From an optimization exercise on the open Yosys and OpenROAD flow, aimed at small area and a short achievable clock period; shortcuts taken in it are not production practice. The RTL was checked by simulation tests, not by an equivalence proof against the original design. No activity file was given, so power comes from the tool's default toggle rates.

## xbar_top
module xbar_top (
	input  logic                    clk,
	input  logic                    rst,
	input  logic                    in_valid0,
	input  logic [8-1:0] in_ctrl0,
	input  logic [16-1:0] in_data0,
	input  logic                    in_valid1,
	input  logic [8-1:0] in_ctrl1,
	input  logic [16-1:0] in_data1,
	input  logic                    in_valid2,
	input  logic [8-1:0] in_ctrl2,
	input  logic [16-1:0] in_data2,
	input  logic                    in_valid3,
	input  logic [8-1:0] in_ctrl3,
	input  logic [16-1:0] in_data3,
	output logic                    in_full0,
	output logic                    in_full1,
	output logic                    in_full2,
	output logic                    in_full3,
	output logic                    out_wr0,
	output logic [8-1:0] out_ctrl0,
	output logic [16-1:0] out_data0,
	output logic                    out_wr1,
	output logic [8-1:0] out_ctrl1,
	output logic [16-1:0] out_data1,
	output logic                    out_wr2,
	output logic [8-1:0] out_ctrl2,
	output logic [16-1:0] out_data2,
	output logic                    out_wr3,
	output logic [8-1:0] out_ctrl3,
	output logic [16-1:0] out_data3
);
	localparam int P  = 4;
	localparam int CW = 8;
	localparam int DW = 16;
	localparam int W  = CW + DW;
	logic [P-1:0]   in_valid;
	logic [P-1:0]   in_full;
	logic [P*CW-1:0] in_ctrl;
	logic [P*DW-1:0] in_data;
	logic [P*W-1:0] head;
	logic [P*P-1:0] req;
	logic [P*P-1:0] grant;
	logic [P-1:0]   grant_valid;
	logic [P-1:0]   rd_en;
	logic [P-1:0]   out_wr;
	logic [P*W-1:0] out_cell;
	assign in_valid = {in_valid3, in_valid2, in_valid1, in_valid0};
	assign in_ctrl  = {in_ctrl3, in_ctrl2, in_ctrl1, in_ctrl0};
	assign in_data  = {in_data3, in_data2, in_data1, in_data0};
	assign {in_full3, in_full2, in_full1, in_full0} = in_full;
	assign {out_wr3, out_wr2, out_wr1, out_wr0}     = out_wr;
	assign {out_ctrl3, out_data3} = out_cell[3*W +: W];
	assign {out_ctrl2, out_data2} = out_cell[2*W +: W];
	assign {out_ctrl1, out_data1} = out_cell[1*W +: W];
	assign {out_ctrl0, out_data0} = out_cell[0*W +: W];
	for (genvar i = 0; i < P; i++) begin : g_queue
		ingress_queue u_queue (
			.clk      (clk),
			.rst      (rst),
			.wr_en    (in_valid[i]),
  ...
make LEC_CHECK=0 ABC_CLOCK_PERIOD_IN_PS=2000 CAP_MARGIN=20 CORE_MARGIN=2 CORE_UTILIZATION=60 PLACE_DENSITY=0.7 SETUP_SLACK_MARGIN=1.95 SLEW_MARGIN=20 finish   # period 4.0 ns
run.sh (not shown) runs the stock make flow with config.mk's settings and CLKGATE_MAP_FILE= SYNTH_SCRIPT=/design/flow/synth_recipe.tcl, a recipe that flattens the netlist after the stock synthesis.
The baseline finished with timing, DRC and antenna clean.
Then changed:
--- a/flow/config.mk
+++ b/flow/config.mk
@@ -9,6 +9,6 @@
 export CAP_MARGIN = 20
 export CORE_MARGIN = 2
-export CORE_UTILIZATION = 60
-export PLACE_DENSITY = 0.7
-export SETUP_SLACK_MARGIN = 1.95
+export CORE_UTILIZATION = 45
+export PLACE_DENSITY = 0.6
+export SETUP_SLACK_MARGIN = 2.0
 export SLEW_MARGIN = 20
Outcome: Worst setup slack improved by 0.18 ns; routed wire length came out higher by about 6%; cell area is higher by about 4%; combinational power increases by about 4%; total power went up by about 3.5%; global-route usage goes down by 7.7 points; critical path depth goes down by 2.
Then changed:
--- a/flow/config.mk
+++ b/flow/config.mk
@@ -6,9 +6,7 @@
 export NUM_CORES = 4
 export LEC_CHECK = 0
-export ABC_CLOCK_PERIOD_IN_PS = 2000
 export CAP_MARGIN = 20
 export CORE_MARGIN = 2
 export CORE_UTILIZATION = 45
 export PLACE_DENSITY = 0.6
-export SETUP_SLACK_MARGIN = 2.0
 export SLEW_MARGIN = 20
Wire length decreases by 5.8%. Area after synthesis does not change. Total power is lower by 0.87%. Worst setup slack gets worse by 1.0 ns. Clock-buffer cell count goes up by 11. Worst hold slack gets worse by 0.034 ns. Cell count shrinks by about 6%. Die area does not change. Sequential power barely changes. Non-clock buffer count is lower by 225. Global-route usage decreases by 0.38 points.
Then changed:
--- a/flow/config.mk
+++ b/flow/config.mk
@@ -6,7 +6,11 @@
 export NUM_CORES = 4
 export LEC_CHECK = 0
+export ABC_CLOCK_PERIOD_IN_PS = 2000
 export CAP_MARGIN = 20
 export CORE_MARGIN = 2
-export CORE_UTILIZATION = 45
-export PLACE_DENSITY = 0.6
+export CORE_UTILIZATION = 60
+export CTS_CLUSTER_DIAMETER = 80
+export CTS_CLUSTER_SIZE = 25
+export PLACE_DENSITY = 0.7
+export SETUP_SLACK_MARGIN = 1.95
 export SLEW_MARGIN = 20
Result: The new run finished with timing, DRC and antenna clean; clock power went down by well over a third; via count went up by a few percent; cell count went down by a few percent; global-route usage went up by 7.4 points; flip-flop and latch count is unchanged; routed wire length went down slightly; area after synthesis stays the same; combinational power went down slightly; setup slack gains 0.97 ns; register-to-register slack gains 0.97 ns; maximum frequency went up by well over a third.
Then changed:
==> flow/config.mk (replaced) <==
export PLATFORM = sky130hd
export DESIGN_NAME = xbar_top
export DESIGN_NICKNAME = xbar_top
export VERILOG_FILES = /design/flow/design.v
export SDC_FILE = /design/flow/constraint.sdc
export NUM_CORES = 4
export LEC_CHECK = 0
export ABC_CLOCK_PERIOD_IN_PS = 1600
export CAP_MARGIN = 20
export CORE_MARGIN = 2
export CORE_UTILIZATION = 45
export PLACE_DENSITY = 0.6
export SETUP_SLACK_MARGIN = 2.4
export SLEW_MARGIN = 20
The new run completed with no timing, DRC or antenna violations.
Total power goes up by 22%.
Design area climbs by 18%.
First-iteration DRC count went up by 10%.
Via count increases by 12%.
Wire length increases by 24%.
Final cell count grows by 19%.
Utilization shrinks by 8.0 points.
Synthesized area does not change.

---

run 1:
Another version of the RTL of xbar_top (not shown whole).
Size: ~2200 cells after synthesis, ~210 I/O pins, about 36000 um2 of cells after synthesis.
Settings: LEC_CHECK=0, ABC_CLOCK_PERIOD_IN_PS=2000, CAP_MARGIN=20, CORE_MARGIN=2, CORE_UTILIZATION=60, CTS_CLUSTER_DIAMETER=80, CTS_CLUSTER_SIZE=25, PLACE_DENSITY=0.65, SETUP_SLACK_MARGIN=1.95, SLEW_MARGIN=20; clock period 4.0 ns.
standard.sh (not shown) runs the stock make flow with config.mk's settings and CLKGATE_MAP_FILE= SYNTH_SCRIPT=/design/flow/synth_recipe.tcl, a recipe that flattens the netlist after the stock synthesis.
==> flow/flow/run.sh <==
#!/bin/bash
# Own layout flow: the standard flow (standard synthesis unchanged), with the
# port buffers made from plain buf_2 cells instead of the delay buffer that
# buffer_ports picks on its own. Every tool's output goes to the ORFS logs under
# orfs/logs/, and make's own output to flow_make.log in the work folder.
set -euo pipefail
export BUFFER_PORTS_ARGS="-buffer_cell sky130_fd_sc_hd__buf_2"
bash standard.sh finish > flow_make.log 2>&1
Run 1 has completed all stages; timing, DRC and antenna checks passed.
The following lists how run 2 was set up differently from run 1:
# run 1
export LEC_CHECK = 0
export ABC_CLOCK_PERIOD_IN_PS = 2000
export CAP_MARGIN = 20
export CORE_MARGIN = 2
export CORE_UTILIZATION = 60
export CTS_CLUSTER_DIAMETER = 80
export CTS_CLUSTER_SIZE = 25
export PLACE_DENSITY = 0.65
export SETUP_SLACK_MARGIN = 1.95
export SLEW_MARGIN = 20
create_clock -name core_clock -period 4.0 [get_ports {clk}]
# run 2
export LEC_CHECK = 0
export ABC_CLOCK_PERIOD_IN_PS = 1500
export CAP_MARGIN = 20
export CORE_MARGIN = 2
export CORE_UTILIZATION = 68
export CTS_CLUSTER_DIAMETER = 80
export CTS_CLUSTER_SIZE = 25
export PLACE_DENSITY = 0.78
export SETUP_SLACK_MARGIN = 1.95
export SLEW_MARGIN = 20
create_clock -name core_clock -period 4.0 [get_ports {clk}]
[summary]
Run 2 against run 1: multi-input logic portion of the cell area level; row count went down 6; mean instance size in the synthesized netlist held steady.
Compare run 1 and run 2 | hold slack lower: run 1
Compared with run 1, run 2 shows a area overhead of the layout relative to synthesis that is 0.19 points lower.
Share of total power in combinational logic in run 2 is 0.2 points below run 1.
Die area (run 2 over run 1): decrease, 7200 um2
Shortest period the worst path allows ends up lower on run 2.
Any difference in count of multi-input combinational gates between run 1 and run 2 is small enough to ignore.
Run 2 reports its critical path's slowest cell as sky130_fd_sc_hd__and2_2 while run 1 reports sky130_fd_sc_hd__a22oi_1.
Reported for run 1 and run 2, synthesized-area fraction occupied by and/or/nand/nor cells turned out identical to the last digit.
Relative to run 1, setup slack increased by 0.053 ns in run 2.
## Diff of input files: run 3 against run 2
# run 2
export LEC_CHECK = 0
export ABC_CLOCK_PERIOD_IN_PS = 1500
export CAP_MARGIN = 20
export CORE_MARGIN = 2
export CORE_UTILIZATION = 68
export CTS_CLUSTER_DIAMETER = 80
export CTS_CLUSTER_SIZE = 25
export PLACE_DENSITY = 0.78
export SETUP_SLACK_MARGIN = 1.95
export SLEW_MARGIN = 20
create_clock -name core_clock -period 4.0 [get_ports {clk}]
# run 3
export LEC_CHECK = 0
export ABC_CLOCK_PERIOD_IN_PS = 1500
export CAP_MARGIN = 20
export CORE_MARGIN = 2
export CORE_UTILIZATION = 60
export CTS_CLUSTER_DIAMETER = 80
export CTS_CLUSTER_SIZE = 25
export PLACE_DENSITY = 0.7
export SETUP_SLACK_MARGIN = 1.9
export SLEW_MARGIN = 20
create_clock -name core_clock -period 4.0 [get_ports {clk}]
==> flow/flow/run.sh <==
#!/bin/bash
# Own layout flow: the standard flow (standard synthesis unchanged), with
#  - the port buffers made from plain buf_2 cells instead of the delay buffer
#    that buffer_ports picks on its own;
#  - clock tree synthesis without dummy loads.
# Every tool's output goes to the ORFS logs under orfs/logs/, and make's own
# output to flow_make.log in the work folder.
set -euo pipefail
export BUFFER_PORTS_ARGS="-buffer_cell sky130_fd_sc_hd__buf_2"
export CTS_ARGS="-sink_clustering_enable -repair_clock_nets -sink_clustering_size 25 -sink_clustering_max_diameter 80 -dont_use_dummy_load"
bash standard.sh finish > flow_make.log 2>&1
- Taking run 2 as the reference, in run 3 critical path depth now sits higher; total routed wirelength now sits lower; largest incremental delay on the critical path now sits lower; part of the total power dissipated in combinational logic now sits higher.
- Going from run 2 to run 3, worst max-slew margin expressed relative to the limit shrinks by 6.9 points.
- Of the two values seen for slowest stage cell on the critical path, sky130_fd_sc_hd__or4_4 was produced by run 3 and sky130_fd_sc_hd__and2_2 by run 2.
### run 3 -> run 4
# run 3
export LEC_CHECK = 0
export ABC_CLOCK_PERIOD_IN_PS = 1500
export CAP_MARGIN = 20
export CORE_MARGIN = 2
export CORE_UTILIZATION = 60
export CTS_CLUSTER_DIAMETER = 80
export CTS_CLUSTER_SIZE = 25
export PLACE_DENSITY = 0.7
export SETUP_SLACK_MARGIN = 1.9
export SLEW_MARGIN = 20
create_clock -name core_clock -period 4.0 [get_ports {clk}]
# run 4
export LEC_CHECK = 0
export ABC_CLOCK_PERIOD_IN_PS = 2000
export CAP_MARGIN = 20
export CORE_MARGIN = 2
export CORE_UTILIZATION = 60
export CTS_CLUSTER_DIAMETER = 80
export CTS_CLUSTER_SIZE = 25
export PLACE_DENSITY = 0.7
export SETUP_SLACK_MARGIN = 1.95
export SLEW_MARGIN = 20
create_clock -name core_clock -period 4.0 [get_ports {clk}]
==> flow/flow/run.sh <==
#!/bin/bash
# Own layout flow: the standard flow (standard synthesis unchanged), with the
# port buffers made from plain buf_2 cells instead of the delay buffer that
# buffer_ports picks on its own. Every tool's output goes to the ORFS logs under
# orfs/logs/, and make's own output to flow_make.log in the work folder.
set -euo pipefail
export BUFFER_PORTS_ARGS="-buffer_cell sky130_fd_sc_hd__buf_2"
bash standard.sh finish > flow_make.log 2>&1
Findings:
On run 4: multi-input logic area is 1.5% higher than what run 3 gave. Relative to run 3, routability congestion estimate has increased by 0.068 in run 4. Est. power | run 4 vs run 3 | run 4 higher. Relative to run 3, worst setup slack has gone up in run 4. Final cell area: run 4 above run 3. Compared run 4 vs run 3, and wire length on met1 is up in run 4. The flow did not stop early for run 4: all stages ran, and the layout cleared the timing, DRC and antenna checks. Compared with run 3, run 4 shows a higher leakage dissipation. Run 4 ends up with a wire length that is about 4.3% higher than in run 3.

[afterwards: timing with drivers on the ports]
Ports are ideal in the flow. The routed layouts listed here were re-timed in OpenROAD. Step 1 sets driving cells, clkbuf_16 on the clock port and buf_2 on the other inputs (assumed; they add their load-dependent delay and slew). Step 2 also shifts input and output timing later by t, the mid clock arrival at the registers, as if the neighbouring blocks saw the same clock. a / b / c = ideal ports / drivers / drivers and shift; a / b = the first two.
run	t, ns	setup slack, ns	hold slack, ns	latest minus earliest clock arrival (ns)
the first run of note 1	0.718	1.743 / 1.786 / 1.067	0.134 / 0.108 / 0.536	0.024 / 0.025
the second run of note 1	0.705	1.918 / 1.851 / 1.348	0.176 / 0.145 / 0.526	0.036 / 0.036
the third run of note 1	0.728	0.909 / 0.909 / 0.909	0.142 / 0.121 / 0.513	0.038 / 0.037
the fourth run of note 1	0.684	1.880 / 1.855 / 1.310	0.166 / 0.142 / 0.538	0.034 / 0.035
the fifth run of note 1	0.722	1.867 / 1.814 / 1.390	0.103 / 0.108 / 0.534	0.043 / 0.043
run 1	0.673	1.793 / 1.793 / 1.274	0.200 / 0.194 / 0.438	0.029 / 0.029
run 2	0.680	1.847 / 1.847 / 1.271	0.270 / 0.252 / 0.444	0.040 / 0.039
run 3	0.663	1.836 / 1.836 / 1.340	0.156 / 0.145 / 0.454	0.036 / 0.035
run 4	0.677	1.919 / 1.862 / 1.292	0.094 / 0.072 / 0.460	0.025 / 0.025
After both steps setup and hold are still met in every run listed. For the first run of note 1, which loses most, drivers alone change the setup slack by +0.043 ns; drivers and shift together by -0.676 ns.
